From an optimization exercise on the open Yosys and OpenROAD flow, aimed at small area, a short achievable clock period and few clock cycles per item; shortcuts taken in it are not production practice.
At most, simulation tests tie the RTL to the original design; equivalence was not proved.
Only the layout flow was run in runs 7 and 8; the RTL was not checked for function there.
No activity file was given, so power comes from the tool's default toggle rates.

`run.sh`:
```
#!/bin/bash
# synth_recipe.tcl (not shown) runs the flow's synth.tcl, then flattens the netlist and writes it again
# the make line also repeats each setting of config.mk as NAME=value (left out here)
make -C /OpenROAD-flow-scripts/flow DESIGN_CONFIG=/design/flow/config.mk WORK_HOME=/design/flow/orfs CLKGATE_MAP_FILE= SYNTH_SCRIPT=/design/flow/synth_recipe.tcl finish
```
`config.mk`:
```
export PLATFORM = sky130hd
export DESIGN_NAME = fft_bitrev_buf
export DESIGN_NICKNAME = fft_bitrev_buf
export VERILOG_FILES = /design/flow/design.v
export SDC_FILE = /design/flow/constraint.sdc
export NUM_CORES = 4
export LEC_CHECK = 0
export CAP_MARGIN = 20
export CORE_MARGIN = 2
export CORE_UTILIZATION = 40
export SETUP_SLACK_MARGIN = 3.9
export SLEW_MARGIN = 20
```
`constraint.sdc`:
```
create_clock -name core_clock -period 6.5 [get_ports {clk}]
set_input_delay 1.3000 -clock core_clock [delete_from_list [all_inputs] [get_ports {clk}]]
set_output_delay 1.3000 -clock core_clock [all_outputs]
set_load 0.01 [all_outputs]
```
`design.v`:
```
module fft_pingpong_mem
(
  input  logic        clk,
  input  logic        we,
  input  logic [5:0]  wr_addr,
  input  logic [19:0] wr_data,
  input  logic [7:0]  rd_hi,
  input  logic [7:0]  rd_lo,
  output logic [19:0] rd_data
);
  logic [19:0] mem [64];
  logic [19:0] grp [8];
  always_ff @(posedge clk) begin
    if (we)
      mem[wr_addr] <= wr_data;
  end
  always_comb begin
    for (int g = 0; g < 8; g++) begin
      grp[g] = '0;
      for (int l = 0; l < 8; l++)
        grp[g] = grp[g] | (mem[8*g+l] & {20{rd_lo[l]}});
    end
    rd_data = '0;
    for (int g = 0; g < 8; g++)
      rd_data = rd_data | (grp[g] & {20{rd_hi[g]}});
  end
endmodule
module fft_bitrev_buf
(
  input  logic clk,
  input  logic rst,
  input  logic din_vld,
  input  logic din_last,
  input  logic [9:0] din_re,
  input  logic [9:0] din_im,
  input  logic dout_rdy,
  output logic din_rdy,
  output logic dout_vld,
  output logic dout_last,
  output logic [5:0] dout_idx,
  output logic [9:0] dout_re,
  output logic [9:0] dout_im,
  output logic err_frame
);
  function automatic logic [5:0] bitrev(input logic [5:0] v);
    logic [5:0] r;
    for (int i = 0; i < 6; i++)
      r[i] = v[5-i];
    bitrev = r;
  endfunction
  function automatic logic [7:0] onehot3(input logic [2:0] v);
    onehot3 = 8'd1 << v;
  endfunction
  function automatic logic [5:0] rd_slot(input logic p, input logic [5:0] c);
    rd_slot = p ? c : bitrev(c);
  endfunction
  logic [19:0] in_data;     
  logic        in_vld;
  logic [5:0]  acc_cnt;     
  logic [5:0]  wr_cnt;      
  logic        wr_par;      
  logic        free_q;      
  logic        rdy_q;
  logic [5:0]  rd_cnt;      
  logic        rd_par;      
  logic [7:0]  rd_hi;       
  logic [7:0]  rd_lo;       
  logic [1:0]  n_full;      
  logic        vld_q;
  logic [19:0] out_data;
  logic [5:0]  out_idx;
  logic        out_last;
  logic        acc;
  logic        acc_wrap;
  logic        we;
  logic        wr_wrap;
  logic        ld;
  logic        ld_wrap;
  logic [19:0] rd_data;
  logic [5:0]  wr_addr;
  logic [5:0]  wr_cnt_n;
  logic        wr_par_n;
  logic [5:0]  rd_cnt_i;    
  logic        rd_par_i;
  logic [5:0]  slot_i;
  logic        free_h;      
  logic        free_l;      
  logic        free_n;
  logic        in_vld_n;
  assign din_rdy  = rdy_q;
  assign dout_vld = vld_q;
  assign acc      = din_vld & rdy_q;
  assign acc_wrap = (acc_cnt == 6'd63);
  assign we       = in_vld & free_q;
  assign wr_wrap  = (wr_cnt == 6'd63);
  assign ld       = (!vld_q | dout_rdy) & ((n_full != 2'd0) | (acc & acc_wrap));
  assign ld_wrap  = (rd_cnt == 6'd63);
  assign wr_addr  = wr_par ? bitrev(wr_cnt) : wr_cnt;
  fft_pingpong_mem u_mem (
    .clk     (clk),
    .we      (we),
    .wr_addr (wr_addr),
    .wr_data (in_data),
    .rd_hi   (rd_hi),
    .rd_lo   (rd_lo),
    .rd_data (rd_data)
  );
  always_comb begin
    wr_cnt_n = we ? wr_cnt + 6'd1 : wr_cnt;
    wr_par_n = (we & wr_wrap) ? ~wr_par : wr_par;
    rd_cnt_i = rd_cnt + 6'd1;
    rd_par_i = ld_wrap ? ~rd_par : rd_par;
    slot_i   = rd_slot(rd_par_i, rd_cnt_i);
    free_h   = (wr_par_n == rd_par)   || (wr_cnt_n < rd_cnt);
    free_l   = (wr_par_n == rd_par_i) || (wr_cnt_n < rd_cnt_i);
    free_n   = ld ? free_l : free_h;
    in_vld_n = rdy_q ? din_vld : in_vld;
  end
  always_ff @(posedge clk) begin
    if (rst) begin
      in_vld    <= 1'b0;
      acc_cnt   <= '0;
      wr_cnt    <= '0;
      wr_par    <= 1'b0;
      free_q    <= 1'b1;
      rdy_q     <= 1'b1;
      rd_cnt    <= '0;
      rd_par    <= 1'b0;
      rd_hi     <= 8'd1;
      rd_lo     <= 8'd1;
      n_full    <= '0;
      vld_q     <= 1'b0;
      err_frame <= 1'b0;
    end else begin
      in_vld  <= in_vld_n;
      wr_cnt  <= wr_cnt_n;
      wr_par  <= wr_par_n;
      free_q  <= free_n;
      rdy_q   <= !in_vld_n || free_n;
      if (ld) begin
        rd_cnt <= rd_cnt_i;
        rd_par <= rd_par_i;
        rd_hi  <= onehot3(slot_i[5:3]);
        rd_lo  <= onehot3(slot_i[2:0]);
      end
      n_full  <= n_full + 2'((acc & acc_wrap)) - 2'((ld & ld_wrap));
      if (acc) begin
        acc_cnt <= acc_cnt + 6'd1;
        if (din_last != acc_wrap)
          err_frame <= 1'b1;
      end
      if (ld)
        vld_q <= 1'b1;
      else if (dout_rdy)
        vld_q <= 1'b0;
    end
  end
  always_ff @(posedge clk) begin
    if (rdy_q)
      in_data <= {din_re, din_im};
  end
  always_ff @(posedge clk) begin
    if (rst) begin
      out_data <= '0;
      out_idx  <= '0;
      out_last <= 1'b0;
    end else if (ld) begin
      out_data <= rd_data;
      out_idx  <= bitrev(rd_cnt);
      out_last <= ld_wrap;
    end else if (dout_rdy) begin
      out_data <= '0;
      out_idx  <= '0;
      out_last <= 1'b0;
    end
  end
  assign dout_re   = out_data[19:10];
  assign dout_im   = out_data[9:0];
  assign dout_idx  = out_idx;
  assign dout_last = out_last;
endmodule
```
==> flow_summary.yaml, run 1 <==
setup_path:
  worstPathArrival_ps: 3280
  worst_r2r_endpoint: "out_data[3]"
  regToRegStartpoint: "rd_lo[2]"
  critPathMaxFanout: 13
  ff2ff_path_depth: 6
  start_kind: "input port"
  required_ps: 7110
  critPathCaptureType: "register"
  r2r_slack_ps: 3850
  worstSetupPathType: "input port to register"
die:
  std_cell_rows: 129
  fp.dieW_um: 358
  num_io_pins: 55
  die_y_um: 358
  initial_utilization_pct: 40.4
  core_mm2: 0.124
  dieArea_mm2: 0.128
finish:
  stdcell_count: 4782
  nNetsFinal: 3075
  postLayoutCoreUtil_pct: 47.5
  drive_gt1_share_pct: 18.1
  n_fill_cell: 10066
  areaGrowthSynthToFinish_pct: 17.4
  insertedDiodeCount: 0
  final_cell_area_mm2: 0.0589
logic_synthesis:
  syn_nets: 2896
  syn_area_per_cell_um2: 17.6
  yosys_warnings: 3
  synth.yosys.seq_area_share_pct: 80.6
  syn-instance-count: 2856
  synth_area_mm2: 0.0502
  synth_top_flop_cell: "edfxtp_1"
  synth-edff-count: 1300
  ys_types: 57
  synthArstFlopShare_pct: 0
  synth_seq_cells: 1370
run_status:
  status: "complete, no violations"
placed_design:
  place.gp.congestion: 0.853
  dp_cells: 4448
  hpwl_um: 74000
  dpl_cell_area_mm2: 0.0530
  portBuffers: 54
power_and_ir_drop:
  p_per_area_mw_per_mm2: 303
  p_leak_nw: 17.8
  ir_drop_uv: 194
  power_mw: 17.9
clock_tree:
  postCtsHoldBufs: 0
  h-tree-depth: 4
  cts_root_buf: "clkbuf_16"
  tritoncts: "done"
  cts_inserted_buffers: 138
  clockBufferDepth: 3
  insertion_delay_ps: 760
  clock_sinks: 1370
  clkTransAtPathRegs_ps: 60
sta:
  fmax_mhz: 375
  slew_headroom_pct: 42.9
  fin_crit_ps: 2670
  setup_viol: 0
  min_period_over_period_pct: 41.0
  hold_viol: 0
  clock_skew_ps: 35.6
  rsz0062_at_grt: "yes"
  slew_violations: 0
  setup_tns_ps: 0
  tightest_slew_ps: 856
hold_path:
  min_to: "rd_hi[4]"
  hold_depth: 1
  hold_path.class: "register to register"
  hold_start: "rd_hi[4]"
routing:
  vias_per_cell: 6.25
  route.detailed.drc: 0
  ant_nets: 0
  dr_total_vias: 29903
  routedWlPerCell_um: 32.1
  totalWireLength_um: 154000
  drtIter0Drc: 4958
  drt-pass1-iter-count: 5
grt:
  grt_max_degree: 69
  grt_pass1_vias: 28465
  grt_use_total_pct: 23.5
  antenna_found_initial: 8
  grt.overflow.total: 0
  grt_pass1_wl_um: 212000
run:
  maxCapViolCount: 0
report_power, final:
part	internal [mW]	switching, mW	total, mW
logic	0.0432	0.214	0.258
clock network	4.69	3.24	7.93
registers	9.67	0.00938	9.68
total	14.4	3.46	17.9
cell usage after synthesis, types with 3 or more instances:
cell type / n / area, um^2
nand3_1: 24 / 120
xor2_1: 6 / 52.6
and4_1: 21 / 184
nand2b_1: 7 / 43.8
nand3b_1: 7 / 52.6
edfxtp_1: 1300 / 39000
nand4_1: 166 / 1040
nor2b_1: 6 / 37.5
a211o_1: 3 / 26.3
a21o_1: 3 / 22.5
dfxtp_1: 70 / 1400
nor2_1: 94 / 353
clkbuf_1: 104 / 390
nor3_1: 6 / 30.0
o21a_1: 4 / 30.0
a22oi_1: 720 / 5410
nand2_1: 58 / 218
a21oi_1: 41 / 205
xnor2_1: 16 / 140
o21ai_0: 9 / 45.0
ha_1: 15 / 188
o31ai_1: 11 / 82.6
a32o_1: 4 / 40.0
nor4_1: 3 / 18.8
inv_1: 12 / 45.0
a211oi_1: 23 / 173
buf_2: 83 / 415
o41ai_1: 3 / 26.3
a31oi_1: 3 / 18.8
or3_1: 3 / 18.8
layout by cell type (no fill, tap or decap), drive strengths merged, types with 9 or more instances in the layout:
cell,netlist,routed
dfxtp,70,70
clkbuf,104,189
nand4,166,166
buf,86,182
nor2,94,110
a211oi,24,24
clkdlybuf4s50,0,22
ha,15,15
xnor2,17,17
o31ai,12,12
nand3,24,24
o21ai,9,9
a21oi,41,41
bufinv,0,12
clkinv,1,43
inv,12,17
a22oi,720,720
and4,22,22
nand2,58,58
edfxtp,1300,1300
critical path: stages:
cell	delay, ps
dlygate4sd2_1	480
clkinv_4	270
nand2_2	230
nand3_2	130
inv_1	80
ha_1	220
inv_1	60
ha_2	190
xor2_2	130
xnor2_1	130
nor2_1	50
how the worst max path moves through the flow:
stage | startpoint | cells past startpoint | endpoint | slack [ps]
floorplan | din_vld | 11 | n_full[1] | 3530
global placement | dout_rdy | 11 | n_full[1] | 2080
detailed placement | dout_rdy | 11 | n_full[1] | 2100
CTS | din_vld | 11 | n_full[1] | 3780
global route | din_vld | 11 | n_full[1] | 3720
finish | dout_rdy | 11 | n_full[1] | 3830
state kept, by name (all words and copies together) (netlist names), 2 cells and up:
name and flops:
out_idx 6, out_data 20, rd_hi 8, acc_cnt 6, rd_cnt 6, u_mem.mem 1280
in_data 20, rd_lo 8, n_full 2, wr_cnt 6
cell families after synthesis:
family | count (synthesis) | synth area share (%)
DFF | 1370 | 80.6
AOI/OAI and AO/OA | 835 | 12.3
and+or+nand+nor | 406 | 4.41
adders and majority gates | 15 | 0.374
xor gates and xnor gates | 24 | 0.461
muxes | 3 | 0.0623
buffers and inverters | 203 | 1.75
what timing repair did:
action | CTS | global route
buffers inserted | 42 | 18
endpoints found under the setup margin | 1167 | 959
pin swaps | 28 | 9
resized for setup | 241 | 28
cloned | 23 | 1
through the flow:
stage | worst slack, ps | hold slack [ps]
after floorplan | 3530 | 467
after global placement | 2080 | 435
after detailed placement | 2100 | 461
after CTS | 3780 | 470
after global routing | 3720 | 491
final | 3830 | 474
area by class of cell:
type                       instances  area (um^2)  share of cell area, %
clock buffer                     189         3910                   6.63
clock inverter                    61          631                   1.07
inverter                          13         53.8                 0.0913
multi-input combinational       1299         9610                   16.3
sequential                      1370        40500                   68.8
tap                             1637         2050                   3.48
timing repair buffer             212         2140                   3.63
timing repair inverter             1         5.00                0.00849
metal layers:
metal / track usage (%) / vias to the layer above / part of all wire, %
met1: 32.0 / 15309 / 38
met5: 0 / - / 0.028
met2: 36.4 / 1968 / 46
li1: - / 12330 / -
met3: 5.99 / 290 / 12
met4: 8.90 / 6 / 3.7
Testbench counts, summed over its fixed seeds: cycles 19,909, samples 16,384.
==> run 2, diff against run 1 <==
--- a/config.mk
+++ b/config.mk
@@ -8,5 +8,8 @@
 export CAP_MARGIN = 20
 export CORE_MARGIN = 2
-export CORE_UTILIZATION = 40
+export CORE_UTILIZATION = 60
+export CTS_BUF_LIST = sky130_fd_sc_hd__clkbuf_16
+export CTS_CLUSTER_DIAMETER = 80
+export CTS_CLUSTER_SIZE = 25
 export SETUP_SLACK_MARGIN = 3.9
 export SLEW_MARGIN = 20
==> run 2 against run 1 <==
Highest routed layer unchanged. Synthesized area unchanged. Clock-buffer cell count is 127 lower. Still clean on timing, DRC and antenna. Wire length fell by 2.6%. Utilization is 19 points higher. Global-route usage grew 10 points.
==> flow_summary.yaml, run 2 <==
run_status:
  status: "complete, no violations"
sta:
  hold_slack_ps: 479
  min_period_over_period_pct: 40.7
  slew_violations: 0
  hold_viol: 0
  fmax_mhz: 378
  tightest_slew_ps: 1170
  fin_crit_ps: 2640
  setup_tns_ps: 0
  rsz0062_at_grt: "yes"
  clock_skew_ps: 17.0
  setup_viol: 0
  slew_headroom_pct: 21.7
power_and_ir_drop:
  ir_drop_uv: 273
  p_per_area_mw_per_mm2: 257
  power_mw: 14.3
  p_leak_nw: 16.5
run:
  maxCapViolCount: 0
clock_tree:
  tritoncts: "done"
  clockBufferDepth: 3
  cts_root_buf: "clkbuf_16"
  cts_inserted_buffers: 61
  clock_sinks: 1370
  insertion_delay_ps: 680
  h-tree-depth: 2
  clkTransAtPathRegs_ps: 100
routing:
  vias_per_cell: 7.25
  ant_nets: 0
  drtIter0Drc: 4411
  drt-pass1-iter-count: 6
  dr_total_vias: 29496
  routedWlPerCell_um: 36.7
  totalWireLength_um: 150000
  route.detailed.drc: 0
setup_path:
  cpPeakStageDelay_ps: 570
  worstPathArrival_ps: 3180
  required_ps: 7040
  critPathMaxFanout: 76
  timing.critical_path.from: "rd_lo[6]"
  slowest_stage: "a22oi_2"
  regToRegStartpoint: "rd_lo[6]"
  critPathCaptureType: "register"
  ff2ff_path_depth: 6
  crit_chain: "buf_16, a22oi_1, nand4_1, a22oi_2, and4_4, a211oi_1"
  start_kind: "register"
  r2r_slack_ps: 3860
  worst_r2r_endpoint: "out_data[7]"
  worstSetupPathType: "register to register"
  crit_path_end: "out_data[7]"
placed_design:
  place.gp.congestion: 0.910
  hpwl_um: 73900
  portBuffers: 54
grt:
  grt_max_degree: 100
  grt_pass1_wl_um: 204000
  grt.overflow.total: 0
  antenna_found_initial: 4
  grt_pass1_vias: 27181
  grt_use_total_pct: 33.9
logic_synthesis:
  synth_top_cell_by_area: "edfxtp_1"
  synth-edff-count: 1300
  synth_seq_cells: 1370
  syn_area_per_cell_um2: 17.6
  syn_nets: 2896
  synth_area_mm2: 0.0502
  yosys.area.top_type_share_pct: 77.8
  synth_top_flop_cell: "edfxtp_1"
  yosys_warnings: 3
  synth.yosys.seq_area_share_pct: 80.6
  synth_area_leaders: "edfxtp_1, a22oi_1, dfxtp_1, nand4_1, buf_2"
  synth.most_common_cell: "edfxtp_1"
  syn-instance-count: 2856
  ys_types: 57
  synthTopCellsByCount: "edfxtp_1, a22oi_1, nand4_1"
  synthArstFlopShare_pct: 0
die:
  dieArea_mm2: 0.0859
  die_y_um: 293
  core_mm2: 0.0832
  num_io_pins: 55
  initial_utilization_pct: 60.3
  fp.dieW_um: 293
  std_cell_rows: 106
finish:
  nNetsFinal: 3003
  largest_reg_flops: 1280
  areaGrowthSynthToFinish_pct: 10.9
  n_fill_cell: 5572
  top_register: "u_mem.mem"
  postLayoutCoreUtil_pct: 66.9
  multi_input_comb_area_mm2: 0.00971
  layout_commonest_cell: "edfxtp_1"
  reg_top3: "u_mem.mem x1280, in_data x20, out_data x20"
  seqCellArea_mm2: 0.0405
  final_cell_mix: "edfxtp_1, a22oi_1, nand4_1"
  drive_gt1_share_pct: 15.4
hold_path:
  hold_path.class: "register to register"
-- run 2: cell types whose count changed in the layout (fill, tap and decap cells not counted), sizes merged, moves of 2 or more --
cell / before / now
inv: 17 / 34
clkinvlp: 3 / 0
bufbuf: 7 / 3
clkdlybuf4s15: 0 / 17
nor2: 110 / 112
bufinv: 12 / 1
clkinv: 43 / 6
buf: 182 / 164
clkbuf: 189 / 71
diode: 0 / 2
-- run 2: worst min-delay path by stage --
stage	start	cells past startpoint	to	slack (ps)
after floorplan	acc_cnt[1]	2	acc_cnt[1]	470
after global placement	err_frame	2	err_frame	450
after detailed placement	out_idx[0]	2	out_idx[0]	470
after CTS	out_idx[2]	2	out_idx[2]	480
after global routing	out_idx[2]	2	out_idx[2]	510
final	out_idx[0]	2	out_idx[0]	480
-- run 2: worst max-delay path: cells and delay by family (launching register included) --
kind	cells	cell delay [ps]
flip-flops	1	510
AND/OR/NAND/NOR	2	650
buffers and inverters	1	290
AO/OA/AOI/OAI	3	910
-- run 2: area by class of cell --
type	count	area share, %
sequential	1370	72.8
multi-input combinational	1301	17.5
timing repair buffer	215	4.08
clock buffer	62	2.79
tap	1080	2.43
clock inverter	27	0.299
inverter	13	0.0967
timing repair inverter	1	0.00900
antenna	2	0.00900
-- run 2: report_power, final --
part | switching [mW] | total, mW | internal [mW] | leakage, nW
Clock | 2.61 | 4.36 | 1.76 | 0.918
Combinational | 0.221 | 0.264 | 0.0433 | 3.26
Sequential | 0.00884 | 9.66 | 9.65 | 12.3
Total | 2.84 | 14.3 | 11.5 | 16.5
-- run 2: metal layers --
metal,global-route usage (%),up-vias,share of wire (%)
met5,0,-,0.017
met4,10.3,4,3.2
met3,6.14,223,11
met2,52.4,1902,47
met1,50.0,15289,39
li1,-,12078,-
-- run 2: cells by family (layout without fill, tap and decap cells) --
family / Yosys count / count (layout) / synth area share [%]
AO/OA/AOI/OAI: 835 / 835 / 12.3
XOR/XNOR: 24 / 24 / 0.461
adder cells (fa/ha/maj): 15 / 15 / 0.374
buffers and inverters: 203 / 318 / 1.75
flip-flops: 1370 / 1370 / 80.6
multiplexers: 3 / 3 / 0.0623
other: 0 / 2 / 0
AND/OR/NAND/NOR: 406 / 424 / 4.41
-- run 2: what timing repair did --
item	CTS	global route
setup endpoints to repair	1269	648
setup buffers	40	26
hold buffers	0	0
pin swaps	29	11
resized for setup	203	56
cloned	21	3
-- run 2: per-stage QoR --
| step | cells | setup WS (ps) | area [um^2] |
|---|---|---|---|
| after floorplan | 2856 | 3530 | 50200 |
| after global placement | 3890 | 2290 | 52300 |
| after detailed placement | 3890 | 2320 | 52300 |
| after CTS | 4040 | 3780 | 55200 |
| after global routing | 4069 | 3880 | 55600 |
| final | 4071 | 3860 | 55600 |
==> run 3, diff against run 2 <==
--- a/config.mk
+++ b/config.mk
@@ -8,8 +8,8 @@
 export CAP_MARGIN = 20
 export CORE_MARGIN = 2
-export CORE_UTILIZATION = 60
+export CORE_UTILIZATION = 40
 export CTS_BUF_LIST = sky130_fd_sc_hd__clkbuf_16
 export CTS_CLUSTER_DIAMETER = 80
 export CTS_CLUSTER_SIZE = 25
-export SETUP_SLACK_MARGIN = 3.9
+export SETUP_SLACK_MARGIN = 4.1
 export SLEW_MARGIN = 20
==> run 3 against run 2 <==
Final cell count rose by 14%. Worst setup slack improved by 95 ps. Fmax rose by 3.7%. Non-clock buffer count rose by 32. Critical path type is now register to primary output. Largest cell class unchanged. Largest power group unchanged. Highest routed layer unchanged.
==> flow_summary.yaml, run 3 <==
run_status:
  status: "complete, no violations"
finish:
  final_cell_mix: "edfxtp_1, a22oi_1, nand4_1"
  drive_gt1_share_pct: 17.4
  final_cell_area_mm2: 0.0568
  areaGrowthSynthToFinish_pct: 13.3
  layout_commonest_cell: "edfxtp_1"
  largest_reg_flops: 1280
  multi_input_comb_area_mm2: 0.00959
  n_fill_cell: 10335
  top_register: "u_mem.mem"
  reg_top3: "u_mem.mem x1280, in_data x20, out_data x20"
  nNetsFinal: 3023
  seqCellArea_mm2: 0.0406
sta:
  tightest_slew_ps: 1250
  slew_headroom_pct: 16.7
  fmax_mhz: 392
  setup_tns_ps: 0
  min_period_over_period_pct: 39.2
  hold_viol: 0
  slew_violations: 0
  hold_slack_ps: 477
  fin_crit_ps: 2550
  clock_skew_ps: 31.6
  setup_viol: 0
  fin_ws_ps: 3950
  rsz0062_at_grt: "yes"
logic_synthesis:
  ys_types: 57
  synthArstFlopShare_pct: 0
  yosys_warnings: 3
  syn-instance-count: 2856
  synth.yosys.seq_area_share_pct: 80.6
  syn_area_per_cell_um2: 17.6
  synth_top_flop_cell: "edfxtp_1"
  synthTopCellsByCount: "edfxtp_1, a22oi_1, nand4_1"
  synth_area_leaders: "edfxtp_1, a22oi_1, dfxtp_1, nand4_1, buf_2"
  yosys.area.top_type_share_pct: 77.8
  synth.most_common_cell: "edfxtp_1"
  synth_seq_cells: 1370
  synth_top_cell_by_area: "edfxtp_1"
  synth_area_mm2: 0.0502
  synth-edff-count: 1300
  syn_nets: 2896
setup_path:
  critPathMaxFanout: 2
  regToRegStartpoint: "wr_par"
  critPathCaptureType: "primary output"
  crit_chain: "buf_12, buf_6"
  worst_r2r_endpoint: "u_mem.mem[35][8]"
  worst-path-buf-inv: 2
  worstSetupPathType: "register to primary output"
  worstPathArrival_ps: 1250
  cp.depth: 2
  timing.critical_path.from: "rdy_q"
  crit_path_end: "din_rdy"
  slowest_stage: "dfxtp_4"
  r2r_slack_ps: 4040
  required_ps: 5200
  crit_family: "flip-flops"
  start_kind: "register"
  cpPeakStageDelay_ps: 360
  ff2ff_path_depth: 5
placed_design:
  place.gp.congestion: 0.864
  dpl_cell_area_mm2: 0.0531
  hpwl_um: 75000
  portBuffers: 54
  pre_cts_ws_ps: 2960
die:
  std_cell_rows: 129
  num_io_pins: 55
  core_mm2: 0.124
  initial_utilization_pct: 40.4
  dieArea_mm2: 0.128
  fp.dieW_um: 358
  die_y_um: 358
routing:
  drt-pass1-iter-count: 5
  totalWireLength_um: 153000
  ant_nets: 0
  routedWlPerCell_um: 32.9
  drtIter0Drc: 4423
  vias_per_cell: 6.35
  dr_total_vias: 29505
  route.detailed.drc: 0
clock_tree:
  cts_root_buf: "clkbuf_16"
  clockBufferDepth: 3
  clkTransAtPathRegs_ps: 100
  insertion_delay_ps: 670
  clock_sinks: 1370
  cts_inserted_buffers: 66
  h-tree-depth: 3
  tritoncts: "done"
power_and_ir_drop:
  p_switching_mw: 2.88
  swShare_pct: 19.6
  pwr-share-seq_pct: 66.0
  p_leak_nw: 16.8
  p_per_area_mw_per_mm2: 258
  power_frac_comb_pct: 1.8
  p_clk_share_pct: 32.3
  ir_drop_uv: 155
  p_int_mw: 11.8
grt:
  grt_max_degree: 72
  grt_use_total_pct: 23.2
  antenna_found_initial: 7
  grt.overflow.total: 0
  grt_pass1_vias: 27565
  grt_pass1_wl_um: 210000
  grt.met3_usage_pct: 4.32
  grt_use_met2_pct: 36.4
  grt.busiest_layer: "met2"
  met1_usage_pct: 33.1
hold_path:
  hold_path.class: "register to register"
  hold_start: "rd_hi[7]"
run:
  maxCapViolCount: 0
## run 3: changes by cell type in the layout (fill, tap and decap cells not counted), moves of 11 or more
cell / before / now
nor2_4: 44 / 14
nor2_2: 41 / 55
dfxtp_4: 11 / 32
dfxtp_1: 29 / 18
buf_4: 121 / 153
a21oi_2: 0 / 18
buf_6: 4 / 36
clkdlybuf4s15_2: 16 / 0
a21oi_1: 40 / 22
## run 3: worst register-to-register path, stage by stage, from the launching register on
cell     delay (ps)
dfxtp_4         530
mux2i_2         190
nor2_1          400
nand2_4         280
nor2_4          360
buf_4           370
## run 3: worst min path at each step
stage                       endpoint  slack [ps]  cells after the start
after global routing      out_idx[4]         500                      2
after detailed placement    rd_hi[7]         460                      1
after floorplan           acc_cnt[1]         470                      2
after CTS                   rd_hi[7]         480                      1
final                       rd_hi[7]         480                      1
after global placement      rd_hi[3]         440                      2
## run 3: per-stage QoR
step                util, %  cells  total power, mW
global route           45.8   4648             15.0
global placement       42.8   4462             10.1
CTS                    45.3   4609             14.7
floorplan                 -   2856             9.97
detailed placement     42.8   4462             10.1
finish                 45.8   4650             14.6
## run 3: what timing repair did
action,in CTS,in global routing
pin swaps,13,22
buffers inserted,40,38
cloned,11,1
hold buffers,0,0
endpoints found under the setup margin,1343,1008
resized for setup,289,60
## run 3: power by group through the flow
stage	clock (mW)	combinational, mW	sequential, mW
final	4.72	0.262	9.66
after global routing	5.06	0.274	9.66
after CTS	4.78	0.253	9.66
after detailed placement	0	0.248	9.87
after global placement	0	0.235	9.87
after floorplan	0	0.0449	9.93
## run 3: kinds of logic after synthesis
kind of cell	after synthesis	share of synthesized area, %
simple gates	406	4.41
flops	1370	80.6
fa+ha+maj	15	0.374
buf+inv	203	1.75
mux	3	0.0623
compound gates	835	12.3
xor+xnor	24	0.461
## run 3: cell type report
type	count	share of cell area, %
multi-input cells	1285	16.9
diodes	2	0.00880
well taps	1637	3.60
inverters	13	0.0880
repair buffers	247	4.59
clock inverters	25	0.324
clock buffers	71	3.13
flip-flops and latches	1370	71.4
## run 3: per-layer routing
metal	vias to the layer above	routed length, um
li1	12099	-
met1	15310	61200
met2	1915	70600
met3	179	17100
met4	2	4170
met5	-	11
==> run 4, diff against run 3 <==
--- a/config.mk
+++ b/config.mk
@@ -12,4 +12,4 @@
 export CTS_CLUSTER_DIAMETER = 80
 export CTS_CLUSTER_SIZE = 25
-export SETUP_SLACK_MARGIN = 4.1
+export SETUP_SLACK_MARGIN = 4.0
 export SLEW_MARGIN = 20
==> run 4 against run 3 <==
Via count is 0.62% lower. Highest routed layer unchanged. Total power is 0.45% higher. Worst setup slack worse by 12 ps. Combinational power is 2% lower. First-iteration DRC count is 7.9% higher. Still clean. Sequential power hardly changed. Clock power is 1% higher. Wire length is 1.7% lower.
==> flow_summary.yaml, run 4 <==
run_status:
  status: "complete, no violations"
setup_path:
  critPathCaptureType: "register"
  start_kind: "register"
  worst-path-buf-inv: 1
  required_ps: 7030
  worstPathArrival_ps: 3090
  crit_family: "compound AO/OA/AOI/OAI gates"
  slowest_stage: "a22oi_1"
  timing.critical_path.from: "rd_lo[7]"
  cp_common_cell: "a22oi_1"
  critPathMaxFanout: 73
  regToRegStartpoint: "rd_lo[7]"
  cpPeakStageDelay_ps: 580
  crit_chain: "buf_16, a22oi_1, nand4_1, a22oi_1, and4_1, a211oi_1"
  worstSetupPathType: "register to register"
clock_tree:
  clockBufferDepth: 3
  postCtsHoldBufs: 0
  insertion_delay_ps: 690
  cts_root_buf: "clkbuf_16"
  cts_inserted_buffers: 68
  h-tree-depth: 3
  clock_sinks: 1370
  clkTransAtPathRegs_ps: 100
  tritoncts: "done"
finish:
  n_fill_cell: 10305
  layout_commonest_cell: "edfxtp_1"
  top_register: "u_mem.mem"
  areaGrowthSynthToFinish_pct: 12.8
  final_cell_mix: "edfxtp_1, a22oi_1, nand4_1"
  nNetsFinal: 3006
  reg_top3: "u_mem.mem x1280, in_data x20, out_data x20"
  drive_gt1_share_pct: 15.6
  largest_reg_flops: 1280
run:
  maxCapViolCount: 0
grt:
  grt_pass1_wl_um: 208000
  grt_max_degree: 90
  grt_use_total_pct: 22.8
  grt_pass1_vias: 27780
  antenna_found_initial: 8
  grt.overflow.total: 0
sta:
  setup_viol: 0
  rsz0062_at_grt: "yes"
  slew_headroom_pct: 19.0
  min_period_over_period_pct: 39.4
  setup_tns_ps: 0
  clock_skew_ps: 49.7
  hold_viol: 0
  tightest_slew_ps: 1210
  slew_violations: 0
  fmax_mhz: 390
  fin_crit_ps: 2560
logic_synthesis:
  synth_area_leaders: "edfxtp_1, a22oi_1, dfxtp_1, nand4_1, buf_2"
  syn-instance-count: 2856
  synth_area_mm2: 0.0502
  synthTopCellsByCount: "edfxtp_1, a22oi_1, nand4_1"
  yosys_warnings: 3
  synth_top_flop_cell: "edfxtp_1"
  yosys.area_share.xor_xnor_pct: 0.461
  synth-edff-count: 1300
  synth.yosys.seq_area_share_pct: 80.6
  synth.most_common_cell: "edfxtp_1"
  synth_seq_cells: 1370
  syn_area_per_cell_um2: 17.6
  synth_compound_area_share_pct: 12.3
  synth_mux_area_share_pct: 0.0623
  synth_adder_area_share_pct: 0.374
  synth_top_cell_by_area: "edfxtp_1"
  synthArstFlopShare_pct: 0
  synth-simple-area-share_pct: 4.41
  synth_top_family_by_area: "compound AO/OA/AOI/OAI gates"
  ys_types: 57
  yosys.area.top_type_share_pct: 77.8
  syn_nets: 2896
power_and_ir_drop:
  p_per_area_mw_per_mm2: 260
  power_frac_comb_pct: 1.8
  p_switching_mw: 2.95
  pwr-share-seq_pct: 65.7
  swShare_pct: 20.1
  power_mw: 14.7
  p_leak_nw: 16.7
  p_int_mw: 11.8
  p_clk_share_pct: 32.6
  ir_drop_uv: 195
routing:
  drtIter0Drc: 4773
  drt-pass1-iter-count: 6
  ant_nets: 0
  vias_per_cell: 6.31
  dr_total_vias: 29322
  route.detailed.drc: 0
  totalWireLength_um: 150000
  routedWlPerCell_um: 32.4
die:
  initial_utilization_pct: 40.4
  die_y_um: 358
  dieArea_mm2: 0.128
  core_mm2: 0.124
  std_cell_rows: 129
  num_io_pins: 55
  fp.dieW_um: 358
hold_path:
  hold_start: "err_frame"
  hold_path.class: "register to register"
placed_design:
  hpwl_um: 74200
  place.gp.congestion: 0.868
  portBuffers: 54
==> run 4: changes by cell type in the layout (fill, tap and decap cells not counted), moves of 15 or more <==
cell     previous run  this run
buf_4             153       119
a21oi_1            22        40
buf_6              36        17
a21oi_2            18         1
inv_1              25        40
nor2_4             14        36
buf_2               1        17
==> run 4: worst register-to-register path, delay by kind of cell (launching register included) <==
family	cells	cell delay, ps
buffers and inverters	1	300
AO/OA/AOI/OAI	3	990
AND/OR/NAND/NOR	2	630
flip-flops	1	510
==> run 4: cell type report <==
cell class	count	area, um^2	area share (%)
Clock inverter	41	305	0.540
Timing Repair inverter	1	5.00	0.00885
Inverter	13	56.3	0.0995
Multi-Input combinational cell	1297	9590	16.9
Clock buffer	69	1730	3.05
Sequential cell	1370	40600	71.7
Timing Repair Buffer	215	2300	4.06
Antenna cell	1	2.50	0.00442
Tap cell	1637	2050	3.62
==> run 4: path summary, 6_finish.rpt <==
| check | slack [ps] | end | depth (start not counted) |
|---|---|---|---|
| min | 470 | err_frame | 2 |
| min reg2reg | 470 | err_frame | 2 |
| max reg2reg | 3940 | out_data[13] | 6 |
| max | 3940 | out_data[13] | 6 |
==> run 4: repair_timing <==
item | in CTS | in global routing
pin swaps | 23 | 12
endpoints found under the setup margin | 1223 | 765
buffers inserted | 43 | 17
gates cloned | 20 | 0
gates resized for setup | 258 | 44
==> run 4: metal layers <==
metal	track usage [%]	wire length [um]	part of all wire, %	vias up
li1	-	-	-	12100
met1	32.0	59400	40	15192
met2	36.1	70100	47	1745
met3	3.88	14600	9.7	281
met4	7.66	6140	4.1	4
met5	0	28	0.019	-
==> run 4: power by group through the flow <==
stage	Sequential (mW)	Clock [mW]	Combinational, mW
detailed placement	9.87	0	0.245
floorplan	9.93	0	0.0436
global placement	9.86	0	0.232
finish	9.66	4.79	0.257
CTS	9.66	4.85	0.254
global route	9.66	5.15	0.270
==> run 4: per-stage QoR <==
step	cell area, um^2	utilization (%)	instances	setup WS (ps)	hold WS (ps)
6_report	56600	45.6	4644	3940	469
5_1_grt	56600	45.6	4643	3920	500
4_1_cts	56200	45.3	4626	3810	472
3_5_place_dp	53000	42.7	4453	2080	455
3_3_place_gp	53000	42.7	4453	2060	437
2_1_floorplan	50300	-	2856	3530	467
==> run 4: kinds of logic after synthesis <==
family          count (synthesis)
mux                             3
compound gates                835
simple gates                  406
xor+xnor                       24
fa+ha+maj                      15
buf+inv                       203
flops                        1370
==> run 5, diff against run 4 <==
--- a/config.mk
+++ b/config.mk
@@ -8,5 +8,5 @@
 export CAP_MARGIN = 20
 export CORE_MARGIN = 2
-export CORE_UTILIZATION = 40
+export CORE_UTILIZATION = 55
 export CTS_BUF_LIST = sky130_fd_sc_hd__clkbuf_16
 export CTS_CLUSTER_DIAMETER = 80
==> run 5 against run 4 <==
Clock-buffer cell count decreased by 1. Synthesized area unchanged. Sequential power about the same. Fmax increased by 0.50%. Worst setup slack improved by 13 ps. Final cell count decreased by 10%. Sequential share of layout area increased by 1.3 points. Final area decreased by 1.9%. Sequential cell count unchanged. Register-to-register slack improved by 60 ps. First-iteration DRC count decreased by 4.9%. Highest routed layer unchanged.
==> flow_summary.yaml, run 5 <==
sta:
  setup_viol: 0
  slew_violations: 0
  min_period_over_period_pct: 39.2
  fin_ws_ps: 3950
  clock_skew_ps: 29.3
  rsz0062_at_grt: "yes"
  hold_viol: 0
  fmax_mhz: 392
  setup_tns_ps: 0
  fin_crit_ps: 2550
  slew_headroom_pct: 42.1
  hold_slack_ps: 475
  tightest_slew_ps: 868
routing:
  drt-pass1-iter-count: 7
  drtIter0Drc: 4538
  routedWlPerCell_um: 35.7
  ant_nets: 0
  totalWireLength_um: 148000
  vias_per_cell: 6.98
  dr_total_vias: 29041
  route.detailed.drc: 0
logic_synthesis:
  syn_nets: 2896
  synth_area_leaders: "edfxtp_1, a22oi_1, dfxtp_1, nand4_1, buf_2"
  ys_types: 57
  yosys.area.top_type_share_pct: 77.8
  syn-instance-count: 2856
  yosys_warnings: 3
  synth_top_flop_cell: "edfxtp_1"
  synth_seq_cells: 1370
  synth.most_common_cell: "edfxtp_1"
  synth_area_mm2: 0.0502
  synth-edff-count: 1300
  synthTopCellsByCount: "edfxtp_1, a22oi_1, nand4_1"
  synth_top_cell_by_area: "edfxtp_1"
  synthArstFlopShare_pct: 0
  synth.yosys.seq_area_share_pct: 80.6
  syn_area_per_cell_um2: 17.6
power_and_ir_drop:
  power_mw: 14.6
  p_per_area_mw_per_mm2: 263
  p_leak_nw: 16.5
  ir_drop_uv: 260
finish:
  multi_input_comb_area_mm2: 0.00943
  postLayoutCoreUtil_pct: 61.6
  n_fill_cell: 6453
  drive_gt1_share_pct: 14.7
  layout_commonest_cell: "edfxtp_1"
  reg_top3: "u_mem.mem x1280, in_data x20, out_data x20"
  largest_reg_flops: 1280
  seqCellArea_mm2: 0.0405
  areaGrowthSynthToFinish_pct: 10.7
  nNetsFinal: 2983
  top_register: "u_mem.mem"
  final_cell_mix: "edfxtp_1, a22oi_1, nand4_1"
setup_path:
  worstSetupPathType: "register to primary output"
  worstPathArrival_ps: 1250
  start_kind: "register"
  critPathCaptureType: "primary output"
  required_ps: 5200
  critPathMaxFanout: 2
clock_tree:
  cts_root_buf: "clkbuf_16"
  h-tree-depth: 3
  tritoncts: "done"
  clkTransAtPathRegs_ps: 100
  clockBufferDepth: 3
  clock_sinks: 1370
  cts_inserted_buffers: 66
  postCtsHoldBufs: 0
  insertion_delay_ps: 660
die:
  die_y_um: 306
  fp.dieW_um: 306
  num_io_pins: 55
  initial_utilization_pct: 55.7
  std_cell_rows: 110
  core_mm2: 0.0901
  dieArea_mm2: 0.0937
placed_design:
  pre_cts_ws_ps: 2120
  hpwl_um: 73200
  portBuffers: 54
  place.gp.congestion: 0.844
grt:
  antenna_found_initial: 8
  grt_pass1_vias: 27251
  grt_use_total_pct: 31.1
  grt_pass1_wl_um: 205000
  grt_max_degree: 68
  grt.overflow.total: 0
run_status:
  status: "complete, no violations"
run:
  maxCapViolCount: 0
hold_path:
  hold_path.class: "register to register"
==> run 5: metal layers <==
layer / up-vias / share of wire (%) / GRT usage [%]
li1: 12042 / - / -
met1: 15132 / 40 / 45.0
met2: 1656 / 47 / 49.5
met3: 209 / 9.7 / 5.32
met4: 2 / 3.0 / 8.55
met5: - / 0.0081 / 0
==> run 5: path summary, 6_finish.rpt <==
kind | startpoint | to | slack (ps) | cells after the start
hold reg to reg | out_idx[0] | out_idx[0] | 470 | 2
hold / removal | out_idx[0] | out_idx[0] | 470 | 2
setup reg to reg | rd_lo[4] | out_data[7] | 4000 | 6
setup / recovery | rdy_q | din_rdy | 3950 | 2
==> run 5: critical path: stages, from the launching register on <==
cell	delay (ps)
dfxtp_4	360
buf_12	120
buf_6	110
==> run 5: power breakdown <==
| part | internal, mW | switching, mW |
|---|---|---|
| logic | 0.0424 | 0.213 |
| registers | 9.65 | 0.00849 |
| clock network | 1.99 | 2.70 |
==> run 5: metrics by stage <==
step / instances / cell area [um^2]
3_5_place_dp: 3995 / 52400
3_3_place_gp: 3995 / 52400
5_1_grt: 4159 / 55500
4_1_cts: 4139 / 55200
2_1_floorplan: 2856 / 50300
6_report: 4160 / 55500
==> run 5: final cells by class <==
type / instances / area share [%]
clock buffer: 68 / 3.06
timing repair buffer: 201 / 3.71
timing repair inverter: 1 / 0.00901
antenna: 1 / 0.00451
sequential: 1370 / 73.0
tap: 1176 / 2.65
multi-input combinational: 1290 / 17.0
clock inverter: 40 / 0.473
inverter: 13 / 0.101
==> run 5: cell families (layout without fill, tap and decap cells) <==
kind of cell / Yosys count / after routing / share of synthesized area, %
other cells: 0 / 1 / 0
simple gates: 406 / 413 / 4.41
compound gates: 835 / 835 / 12.3
buf+inv: 203 / 323 / 1.75
fa+ha+maj: 15 / 15 / 0.374
flops: 1370 / 1370 / 80.6
xor+xnor: 24 / 24 / 0.461
mux: 3 / 3 / 0.0623
==> run 5: repair_timing <==
action / in CTS / in global routing
gates cloned: 11 / 3
endpoints found under the setup margin: 1358 / 929
pin swaps: 11 / 12
gates resized for setup: 230 / 40
setup buffers: 25 / 17
==> run 6, diff against run 5 <==
--- a/config.mk
+++ b/config.mk
@@ -8,8 +8,8 @@
 export CAP_MARGIN = 20
 export CORE_MARGIN = 2
-export CORE_UTILIZATION = 55
+export CORE_UTILIZATION = 40
 export CTS_BUF_LIST = sky130_fd_sc_hd__clkbuf_16
-export CTS_CLUSTER_DIAMETER = 80
-export CTS_CLUSTER_SIZE = 25
+export CTS_CLUSTER_DIAMETER = 100
+export CTS_CLUSTER_SIZE = 32
 export SETUP_SLACK_MARGIN = 4.0
 export SLEW_MARGIN = 20
==> run 6 against run 5 <==
Still clean on timing, DRC and antenna. Sequential share of layout area is 1.2 points lower. First-iteration DRC count hardly changed. Synthesized area stayed put. Critical path depth is 4 higher. Worst hold slack better by 0.73 ps. Clock power is 11% lower. Non-clock buffer count is 40 higher. Via count is 1.5% higher. Critical endpoint is now out_data[8].
==> flow_summary.yaml, run 6 <==
finish:
  drive_gt1_share_pct: 16.0
  reg_top3: "u_mem.mem x1280, in_data x20, out_data x20"
  final_cell_mix: "edfxtp_1, a22oi_1, nand4_1"
  nNetsFinal: 3015
  areaGrowthSynthToFinish_pct: 12.6
  n_fill_cell: 10336
  multi_input_comb_area_mm2: 0.00961
  seqCellArea_mm2: 0.0406
  largest_reg_flops: 1280
  postLayoutCoreUtil_pct: 45.5
  layout_commonest_cell: "edfxtp_1"
  top_register: "u_mem.mem"
sta:
  clock_skew_ps: 39.1
  fin_ws_ps: 3900
  fin_crit_ps: 2600
  slew_violations: 0
  setup_tns_ps: 0
  setup_viol: 0
  min_period_over_period_pct: 40.0
  slew_headroom_pct: 20.9
  rsz0062_at_grt: "yes"
  hold_viol: 0
  tightest_slew_ps: 1180
  fmax_mhz: 385
setup_path:
  critPathCaptureType: "register"
  timing.critical_path.from: "rd_lo[5]"
  ff2ff_path_depth: 6
  worstPathArrival_ps: 3170
  critPathMaxFanout: 67
  required_ps: 7070
  worstSetupPathType: "register to register"
  r2r_slack_ps: 3900
  regToRegStartpoint: "rd_lo[5]"
  start_kind: "register"
  worst_r2r_endpoint: "out_data[8]"
  crit_path_end: "out_data[8]"
clock_tree:
  clockBufferDepth: 3
  tritoncts: "done"
  clkTransAtPathRegs_ps: 120
  cts_inserted_buffers: 51
  postCtsHoldBufs: 0
  clock_sinks: 1370
  h-tree-depth: 2
  insertion_delay_ps: 700
  cts_root_buf: "clkbuf_16"
die:
  initial_utilization_pct: 40.4
  fp.dieW_um: 358
  dieArea_mm2: 0.128
  core_mm2: 0.124
  num_io_pins: 55
  std_cell_rows: 129
  die_y_um: 358
routing:
  dr_total_vias: 29490
  drt-pass1-iter-count: 6
  routedWlPerCell_um: 32.5
  vias_per_cell: 6.34
  totalWireLength_um: 151000
  drtIter0Drc: 4535
  route.detailed.drc: 0
  ant_nets: 0
placed_design:
  place.gp.congestion: 0.868
  portBuffers: 54
  pre_cts_ws_ps: 2080
  hpwl_um: 74200
logic_synthesis:
  syn_area_per_cell_um2: 17.6
  syn_nets: 2896
  synth_area_mm2: 0.0502
  synth_top_flop_cell: "edfxtp_1"
  synth_seq_cells: 1370
  synth-edff-count: 1300
  synth_top_cell_by_area: "edfxtp_1"
  synthArstFlopShare_pct: 0
  yosys.area.top_type_share_pct: 77.8
  ys_types: 57
  synth.yosys.seq_area_share_pct: 80.6
  synth_area_leaders: "edfxtp_1, a22oi_1, dfxtp_1, nand4_1, buf_2"
  yosys_warnings: 3
  synth.most_common_cell: "edfxtp_1"
  synthTopCellsByCount: "edfxtp_1, a22oi_1, nand4_1"
  syn-instance-count: 2856
power_and_ir_drop:
  p_leak_nw: 16.6
  ir_drop_uv: 191
  p_per_area_mw_per_mm2: 249
  power_mw: 14.1
run:
  maxCapViolCount: 0
grt:
  grt.overflow.total: 0
  antenna_found_initial: 6
  grt_pass1_wl_um: 209000
  grt_max_degree: 90
  grt_pass1_vias: 27985
  grt_use_total_pct: 22.9
hold_path:
  hold_path.class: "register to register"
  hold_depth: 2
run_status:
  status: "complete, no violations"
run 6: cell counts after synthesis:
Identical to the previous run, type by type.
run 6: timing repair:
action	CTS	global route
gates cloned	20	1
setup endpoints to repair	1222	1180
buffers inserted	58	27
pin swaps	29	11
endpoints found under the hold margin	0	0
resized for setup	286	37
run 6: area by class of cell:
cell class                      instances  share of cell area [%]
Sequential cell                      1370                    71.8
Antenna cell                            2                 0.00886
Inverter                               13                  0.0997
Clock buffer                           53                    2.35
Multi-Input combinational cell       1297                    17.0
Timing Repair Buffer                  241                    4.68
Timing Repair inverter                  1                 0.00886
Clock inverter                         34                   0.427
Tap cell                             1637                    3.63
run 6: stage by stage:
| step | cells | hold slack (ps) | instance area (um^2) |
|---|---|---|---|
| 2_1_floorplan | 2856 | 467 | 50300 |
| 3_3_place_gp | 4453 | 437 | 53000 |
| 3_5_place_dp | 4453 | 455 | 53000 |
| 4_1_cts | 4618 | 475 | 56100 |
| 5_1_grt | 4646 | 499 | 56500 |
| 6_report | 4648 | 475 | 56500 |
run 6: worst min-delay path by stage:
| stage | slack, ps | endpoint | start |
|---|---|---|---|
| 6_report | 480 | err_frame | err_frame |
| 5_1_grt | 500 | out_idx[4] | out_idx[4] |
| 4_1_cts | 480 | rd_hi[2] | rd_hi[2] |
| 3_5_place_dp | 450 | rd_hi[2] | rd_hi[2] |
| 3_3_place_gp | 440 | rd_hi[2] | rd_hi[2] |
| 2_1_floorplan | 470 | acc_cnt[1] | acc_cnt[1] |
run 6: routing by layer:
metal,vias up,GRT usage [%],share of wire (%)
met5,-,0,0.026
met4,6,8.60,4.2
met3,291,5.06,11
met2,1792,36.1,46
met1,15308,31.2,39
li1,12093,-,-
run 6: worst max-delay path: stages, from the launching register on:
cell,delay (ps)
dfxtp_4,440
buf_16,200
a22oi_1,320
nand4_1,170
a22oi_1,720
and4_1,330
a211oi_1,80
run 6: logic make-up (layout without fill, tap and decap cells):
family	after synthesis	in the layout	synth area share, %
flip-flops	1370	1370	80.6
AO/OA/AOI/OAI	835	835	12.3
AND/OR/NAND/NOR	406	420	4.41
buffers and inverters	203	342	1.75
XOR/XNOR	24	24	0.461
adder cells (fa/ha/maj)	15	15	0.374
multiplexers	3	3	0.0623
other	0	2	0
run 6: report_power, final:
| part | internal, mW | leakage, nW | switching [mW] |
|---|---|---|---|
| sequential | 9.65 | 12.3 | 0.00913 |
| clock | 1.57 | 0.837 | 2.59 |
| combinational | 0.0428 | 3.47 | 0.215 |
| total | 11.3 | 16.6 | 2.81 |
==> run 7, diff against run 6 <==
--- a/design.v
+++ b/design.v
@@ -57,5 +57,4 @@
   logic [19:0] in_data;     
   logic        in_vld;
-  logic [5:0]  acc_cnt;     
   logic [5:0]  wr_cnt;      
   logic        wr_par;      
@@ -91,5 +90,5 @@
   assign dout_vld = vld_q;
   assign acc      = din_vld & rdy_q;
-  assign acc_wrap = (acc_cnt == 6'd63);
+  assign acc_wrap = in_vld ? (wr_cnt == 6'd62) : (wr_cnt == 6'd63);
   assign we       = in_vld & free_q;
   assign wr_wrap  = (wr_cnt == 6'd63);
@@ -120,5 +119,4 @@
     if (rst) begin
       in_vld    <= 1'b0;
-      acc_cnt   <= '0;
       wr_cnt    <= '0;
       wr_par    <= 1'b0;
@@ -145,9 +143,6 @@
       end
       n_full  <= n_full + 2'((acc & acc_wrap)) - 2'((ld & ld_wrap));
-      if (acc) begin
-        acc_cnt <= acc_cnt + 6'd1;
-        if (din_last != acc_wrap)
-          err_frame <= 1'b1;
-      end
+      if (acc && (din_last != acc_wrap))
+        err_frame <= 1'b1;
       if (ld)
         vld_q <= 1'b1;
--- a/config.mk
+++ b/config.mk
@@ -8,8 +8,8 @@
 export CAP_MARGIN = 20
 export CORE_MARGIN = 2
-export CORE_UTILIZATION = 40
+export CORE_UTILIZATION = 55
 export CTS_BUF_LIST = sky130_fd_sc_hd__clkbuf_16
-export CTS_CLUSTER_DIAMETER = 100
-export CTS_CLUSTER_SIZE = 32
+export CTS_CLUSTER_DIAMETER = 80
+export CTS_CLUSTER_SIZE = 25
 export SETUP_SLACK_MARGIN = 4.0
 export SLEW_MARGIN = 20
==> run 7 against run 6 <==
Still clean on timing, DRC and antenna. Final area is 1.1% lower. Wire length increased by 1.2%. Global-route usage grew 9.4 points. Critical path type is now register to primary output. Largest power group unchanged.
==> flow_summary.yaml, run 7 <==
run_status:
  status: "complete, no violations"
placed_design:
  dpl_cell_area_mm2: 0.0523
  place.gp.congestion: 0.898
  hpwl_um: 75500
  portBuffers: 54
  pre_cts_ws_ps: 1480
  dp_cells: 3964
power_and_ir_drop:
  p_clk_share_pct: 30.8
  ir_drop_uv: 246
  power_mw: 14.3
  power_frac_comb_pct: 1.9
  pwr-share-seq_pct: 67.3
  p_per_area_mw_per_mm2: 256
  p_leak_nw: 16.6
  swShare_pct: 19.8
  p_switching_mw: 2.84
  p_int_mw: 11.5
clock_tree:
  insertion_delay_ps: 690
  clockBufferDepth: 3
  postCtsHoldBufs: 0
  tritoncts: "done"
  clock_sinks: 1364
  clkTransAtPathRegs_ps: 100
  h-tree-depth: 2
  cts_root_buf: "clkbuf_16"
  cts_inserted_buffers: 61
routing:
  ant_nets: 0
  routedWlPerCell_um: 36.9
  totalWireLength_um: 153000
  drt-pass1-iter-count: 6
  vias_per_cell: 7.06
  route.detailed.drc: 0
  dr_total_vias: 29320
  drtIter0Drc: 4319
finish:
  nNetsFinal: 2984
  largest_reg_flops: 1280
  areaGrowthSynthToFinish_pct: 11.9
  final_cell_area_mm2: 0.0558
  stdcell_count: 4151
  postLayoutCoreUtil_pct: 62.0
  layout_commonest_cell: "edfxtp_1"
  drive_gt1_share_pct: 16.4
  reg_top3: "u_mem.mem x1280, in_data x20, out_data x20"
  final_cell_mix: "edfxtp_1, a22oi_1, nand4_1"
  top_register: "u_mem.mem"
die:
  fp.dieW_um: 305
  initial_utilization_pct: 55.4
  die_y_um: 305
  dieArea_mm2: 0.0931
  std_cell_rows: 110
  num_io_pins: 55
  core_mm2: 0.0900
sta:
  slew_violations: 0
  fin_crit_ps: 2580
  min_period_over_period_pct: 39.7
  hold_viol: 0
  hold_slack_ps: 483
  clock_skew_ps: 18.8
  rsz0062_at_grt: "yes"
  tightest_slew_ps: 966
  setup_viol: 0
  setup_tns_ps: 0
  slew_headroom_pct: 35.6
  fmax_mhz: 387
  fin_ws_ps: 3920
logic_synthesis:
  synth-edff-count: 1300
  synth.most_common_cell: "edfxtp_1"
  synth_top_flop_cell: "edfxtp_1"
  syn-instance-count: 2825
  syn_nets: 2865
  synth_area_mm2: 0.0499
  yosys_warnings: 3
  synth_seq_cells: 1364
  synth.yosys.seq_area_share_pct: 80.8
  synthArstFlopShare_pct: 0
  syn_area_per_cell_um2: 17.7
  synthTopCellsByCount: "edfxtp_1, a22oi_1, clkbuf_1"
  ys_types: 57
  synth_top_cell_by_area: "edfxtp_1"
  synth_area_leaders: "edfxtp_1, a22oi_1, dfxtp_1, nand4_1, clkbuf_1"
  yosys.area.top_type_share_pct: 78.3
grt:
  met1_usage_pct: 47.0
  grt_use_met2_pct: 50.6
  grt.overflow.total: 0
  grt_pass1_wl_um: 212000
  grt_max_degree: 65
  grt_use_total_pct: 32.3
  antenna_found_initial: 7
  grt.met3_usage_pct: 5.95
  grt_pass1_vias: 27537
  grt.busiest_layer: "met2"
setup_path:
  r2r_slack_ps: 3970
  worstSetupPathType: "register to primary output"
  worst_r2r_endpoint: "out_data[15]"
  timing.critical_path.from: "rdy_q"
  crit_path_end: "din_rdy"
  critPathCaptureType: "primary output"
  start_kind: "register"
  critPathMaxFanout: 2
  worstPathArrival_ps: 1280
  regToRegStartpoint: "rd_lo[1]"
  required_ps: 5200
  ff2ff_path_depth: 6
hold_path:
  hold_path.class: "register to register"
run:
  maxCapViolCount: 0
==> run 7: changes by cell type after synthesis, moves of 4 or more <==
cell and change:
o31ai_1 -7, nor3_1 -4, nand2_1 -16, and2_1 +6
buf_2 -63, a21oi_1 -6, nor2_1 -8, dfxtp_1 -6
clkbuf_1 +60, o211ai_1 +4
==> run 7: final cells by class <==
cell class | count | area (um^2)
clock buffers | 63 | 1580
well taps | 1176 | 1470
flip-flops and latches | 1364 | 40500
clock inverters | 30 | 165
diodes | 1 | 2.50
inverters | 13 | 61.3
fillers | 6477 | 34200
repair buffers | 232 | 2550
repair inverters | 1 | 5.00
multi-input cells | 1271 | 9570
==> run 7: how the worst min path moves through the flow <==
stage	start	cells after the start	endpoint	slack, ps
floorplan	n_full[1]	2	n_full[1]	480
global placement	err_frame	2	err_frame	460
detailed placement	rd_hi[5]	1	rd_hi[5]	480
CTS	err_frame	2	err_frame	480
global route	out_idx[1]	2	out_idx[1]	500
finish	err_frame	2	err_frame	480
==> run 7: logic make-up after synthesis <==
family | count (synthesis) | share of synthesized area (%)
compound gates | 838 | 12.5
xor+xnor | 17 | 0.298
fa+ha+maj | 15 | 0.376
buf+inv | 203 | 1.62
flops | 1364 | 80.8
mux | 8 | 0.168
simple gates | 380 | 4.23
==> run 7: critical path: stages, from the launching register on <==
cell and delay [ps]:
dfxtp_4 370, buf_12 120, buf_6 110
==> run 7: power by group through the flow <==
stage                     registers (mW)  logic (mW)  clock network [mW]
after floorplan                     9.89      0.0457                   0
after global routing                9.62       0.285                4.72
after detailed placement            9.83       0.245                   0
after CTS                           9.62       0.260                4.43
after global placement              9.83       0.235                   0
final                               9.62       0.273                4.41
==> run 7: per-layer routing <==
metal  part of all wire [%]  vias to the layer above
li1                       -                    12002
met1                     40                    15252
met2                     47                     1821
met3                     10                      239
met4                    3.2                        6
met5                   0.10                        -
==> run 7: repair_timing <==
action                     4_1_cts  5_1_grt
pin swaps                       24        7
hold endpoints to repair         0        0
setup endpoints to repair     1354      750
gates cloned                    22        0
resized for setup              288       38
setup buffers                   50       21
==> run 8, diff against run 7 <==
--- a/config.mk
+++ b/config.mk
@@ -8,7 +8,7 @@
 export CAP_MARGIN = 20
 export CORE_MARGIN = 2
-export CORE_UTILIZATION = 55
+export CORE_UTILIZATION = 65
 export CTS_BUF_LIST = sky130_fd_sc_hd__clkbuf_16
-export CTS_CLUSTER_DIAMETER = 80
+export CTS_CLUSTER_DIAMETER = 60
 export CTS_CLUSTER_SIZE = 25
 export SETUP_SLACK_MARGIN = 4.0
==> run 8 against run 7 <==
Sequential power hardly changed. Total power is 7.9% higher. Final area is 0.51% higher. Global-route usage is 3.8 points higher. Final cell count is 2.5% lower. First-iteration DRC count is 14% higher. Largest cell class unchanged. Combinational power hardly changed. Clock skew is 13 ps higher.
==> flow_summary.yaml, run 8 <==
run_status:
  status: "complete, no violations"
sta:
  hold_viol: 0
  slew_violations: 0
  setup_tns_ps: 0
  fin_ws_ps: 3940
  setup_viol: 0
  min_period_over_period_pct: 39.4
  slew_headroom_pct: 37.8
  tightest_slew_ps: 932
  rsz0062_at_grt: "yes"
  clock_skew_ps: 32.1
  fmax_mhz: 390
  fin_crit_ps: 2560
die:
  die_y_um: 281
  core_mm2: 0.0759
  dieArea_mm2: 0.0790
  fp.dieW_um: 281
  initial_utilization_pct: 65.7
  num_io_pins: 55
  std_cell_rows: 101
grt:
  grt_pass1_wl_um: 199000
  grt_pass1_vias: 27401
  grt_use_total_pct: 36.1
  grt.overflow.total: 0
  antenna_found_initial: 7
  grt_max_degree: 103
routing:
  drtIter0Drc: 4912
  routedWlPerCell_um: 35.9
  totalWireLength_um: 145000
  dr_total_vias: 29624
  vias_per_cell: 7.32
  ant_nets: 0
  drt-pass1-iter-count: 6
  route.detailed.drc: 0
clock_tree:
  tritoncts: "done"
  postCtsHoldBufs: 0
  clock_sinks: 1364
  clkTransAtPathRegs_ps: 90
  cts_inserted_buffers: 78
  h-tree-depth: 3
  cts_root_buf: "clkbuf_16"
  clockBufferDepth: 3
  insertion_delay_ps: 670
placed_design:
  hpwl_um: 72800
  place.gp.congestion: 0.893
  portBuffers: 54
  dpl_cell_area_mm2: 0.0521
  pre_cts_ws_ps: 1520
power_and_ir_drop:
  p_per_area_mw_per_mm2: 275
  pwr-share-seq_pct: 62.3
  p_switching_mw: 3.16
  ir_drop_uv: 303
  p_clk_share_pct: 35.9
  p_leak_nw: 16.9
  p_int_mw: 12.3
  swShare_pct: 20.5
  power_frac_comb_pct: 1.8
finish:
  final_cell_mix: "edfxtp_1, a22oi_1, nand4_1"
  final_cell_area_mm2: 0.0561
  drive_gt1_share_pct: 17.5
  layout_commonest_cell: "edfxtp_1"
  reg_top3: "u_mem.mem x1280, in_data x20, out_data x20"
  n_fill_cell: 4537
  nNetsFinal: 2996
  areaGrowthSynthToFinish_pct: 12.5
  postLayoutCoreUtil_pct: 73.9
  top_register: "u_mem.mem"
  largest_reg_flops: 1280
logic_synthesis:
  synth_top_cell_by_area: "edfxtp_1"
  synth.most_common_cell: "edfxtp_1"
  synth_area_leaders: "edfxtp_1, a22oi_1, dfxtp_1, nand4_1, clkbuf_1"
  synthTopCellsByCount: "edfxtp_1, a22oi_1, clkbuf_1"
  synth.yosys.seq_area_share_pct: 80.8
  synth_top_flop_cell: "edfxtp_1"
  yosys_warnings: 3
  syn_area_per_cell_um2: 17.7
  synth_seq_cells: 1364
  syn-instance-count: 2825
  synth_area_mm2: 0.0499
  synth-edff-count: 1300
  syn_nets: 2865
  synthArstFlopShare_pct: 0
  ys_types: 57
  yosys.area.top_type_share_pct: 78.3
run:
  maxCapViolCount: 0
setup_path:
  regToRegStartpoint: "rd_lo[0]"
  required_ps: 7010
  start_kind: "register"
  worstSetupPathType: "register to register"
  worstPathArrival_ps: 3080
  worst_r2r_endpoint: "out_data[19]"
  r2r_slack_ps: 3940
  ff2ff_path_depth: 6
  critPathMaxFanout: 94
  critPathCaptureType: "register"
hold_path:
  hold_path.class: "register to register"
  hold_start: "out_idx[4]"
  hold_depth: 2
  min_to: "out_idx[4]"
[run 8: cell types whose count changed in the layout (fill, tap and decap cells not counted), moves of 7 or more]
| cell | delta |
|---|---|
| buf_6 | -17 |
| clkbuf_16 | +19 |
| buf_2 | +12 |
| nand3_2 | +7 |
| clkinv_8 | +8 |
| nand3_4 | -7 |
| inv_8 | +7 |
| inv_1 | -17 |
| buf_4 | +19 |
[run 8: through the flow]
stage / total power, mW / hold slack [ps] / instances
after detailed placement: 10.1 / 457 / 3828
final: 15.4 / 469 / 4046
after global placement: 10.1 / 464 / 3828
after CTS: 15.4 / 471 / 3998
after global routing: 15.7 / 489 / 4044
after floorplan: 9.94 / 476 / 2825
[run 8: cells by family (layout without fill, tap and decap cells)]
family          Yosys count  in the layout  share of synthesized area (%)
compound gates          838            838                           12.5
xor+xnor                 17             17                          0.298
fa+ha+maj                15             15                          0.376
buf+inv                 203            389                           1.62
flops                  1364           1364                           80.8
mux                       8              8                          0.168
other cells               0              2                              0
simple gates            380            383                           4.23
[run 8: area by class of cell]
cell class              instances  area [um^2]  share of cell area, %
well taps                    1030         1290                   2.30
multi-input cells            1261         9340                   16.6
diodes                          2         5.00                0.00892
inverters                      13         57.6                  0.103
clock buffers                  80         2000                   3.57
clock inverters                58          666                   1.19
repair buffers                237         2330                   4.16
repair inverters                1         5.00                0.00892
flip-flops and latches       1364        40400                   72.0
[run 8: what timing repair did]
item	in CTS	in global routing
pin swaps	6	21
gates resized for setup	237	45
setup endpoints to repair	1353	849
endpoints found under the hold margin	0	0
cloned	7	2
setup buffers	25	44
[run 8: worst max-delay path by stage]
stage	to	slack [ps]	start
finish	out_data[19]	3940	rd_lo[0]
detailed placement	free_q	1520	dout_rdy
global placement	rdy_q	1740	dout_rdy
CTS	u_mem.mem[11][12]	3830	wr_cnt[5]
floorplan	n_full[1]	3680	din_vld
global route	din_rdy	3950	rdy_q
[run 8: critical path: stages, from the launching register on]
cell and delay [ps]:
dfxtp_4 440, buf_12 290, a22oi_1 270, nand4_1 120
a22oi_1 690, and4_1 400, a211oi_1 90
[run 8: per-layer routing]
metal / track usage, % / wire length, um / part of all wire (%)
met5: 0 / 13 / 0.0090
met4: 15.0 / 6220 / 4.3
met3: 7.09 / 18100 / 12
met2: 54.7 / 66800 / 46
met1: 52.3 / 54000 / 37
[run 8: power groups by stage]
| stage | Sequential [mW] | Clock [mW] | Combinational [mW] |
|---|---|---|---|
| 2_1_floorplan | 9.89 | 0 | 0.0457 |
| 3_3_place_gp | 9.83 | 0 | 0.241 |
| 3_5_place_dp | 9.83 | 0 | 0.251 |
| 4_1_cts | 9.62 | 5.56 | 0.258 |
| 5_1_grt | 9.62 | 5.84 | 0.283 |
| 6_report | 9.62 | 5.54 | 0.272 |

port drivers added, routing unchanged:
Ports are ideal in the flow. The routed layouts listed here were re-timed in OpenROAD. Step 1 (the two cells are an assumption about what drives the block):
set clk [get_ports {clk}]
set_driving_cell -lib_cell sky130_fd_sc_hd__clkbuf_16 $clk
set_driving_cell -lib_cell sky130_fd_sc_hd__buf_2 [delete_from_list [all_inputs] $clk]
Step 2 times the ports against the registers' clock, not the clock port: input delays grow and output delays shrink by t, the midpoint of the rising clock arrivals with the driver on. a / b / c = no drivers / after step 1 / after step 2; a / b = the first two.
run	shift t [ns]	setup WS [ns]	worst setup path after step 2	clock arrival spread, ns	slew at the worst register clock pin (ns)
run 1	0.817	3.833 / 3.816 / 3.066	input to register	0.037 / 0.036	0.07 / 0.07
run 2	0.742	3.855 / 3.855 / 3.412	input to register	0.024 / 0.023	0.10 / 0.10
run 3	0.731	3.950 / 3.874 / 3.550	input to register	0.036 / 0.036	0.10 / 0.10
run 4	0.744	3.938 / 3.877 / 3.383	input to register	0.050 / 0.049	0.10 / 0.10
run 5	0.718	3.951 / 3.877 / 3.418	input to register	0.032 / 0.032	0.10 / 0.10
run 6	0.758	3.901 / 3.858 / 3.369	input to register	0.046 / 0.047	0.12 / 0.12
run 7	0.753	3.917 / 3.842 / 3.493	input to register	0.020 / 0.020	0.10 / 0.10
run 8	0.723	3.938 / 3.906 / 3.465	input to register	0.033 / 0.032	0.10 / 0.10
After both steps setup and hold are still met in every run listed. For run 1, which loses most, drivers alone change the setup slack by -0.017 ns; drivers and shift together by -0.767 ns.
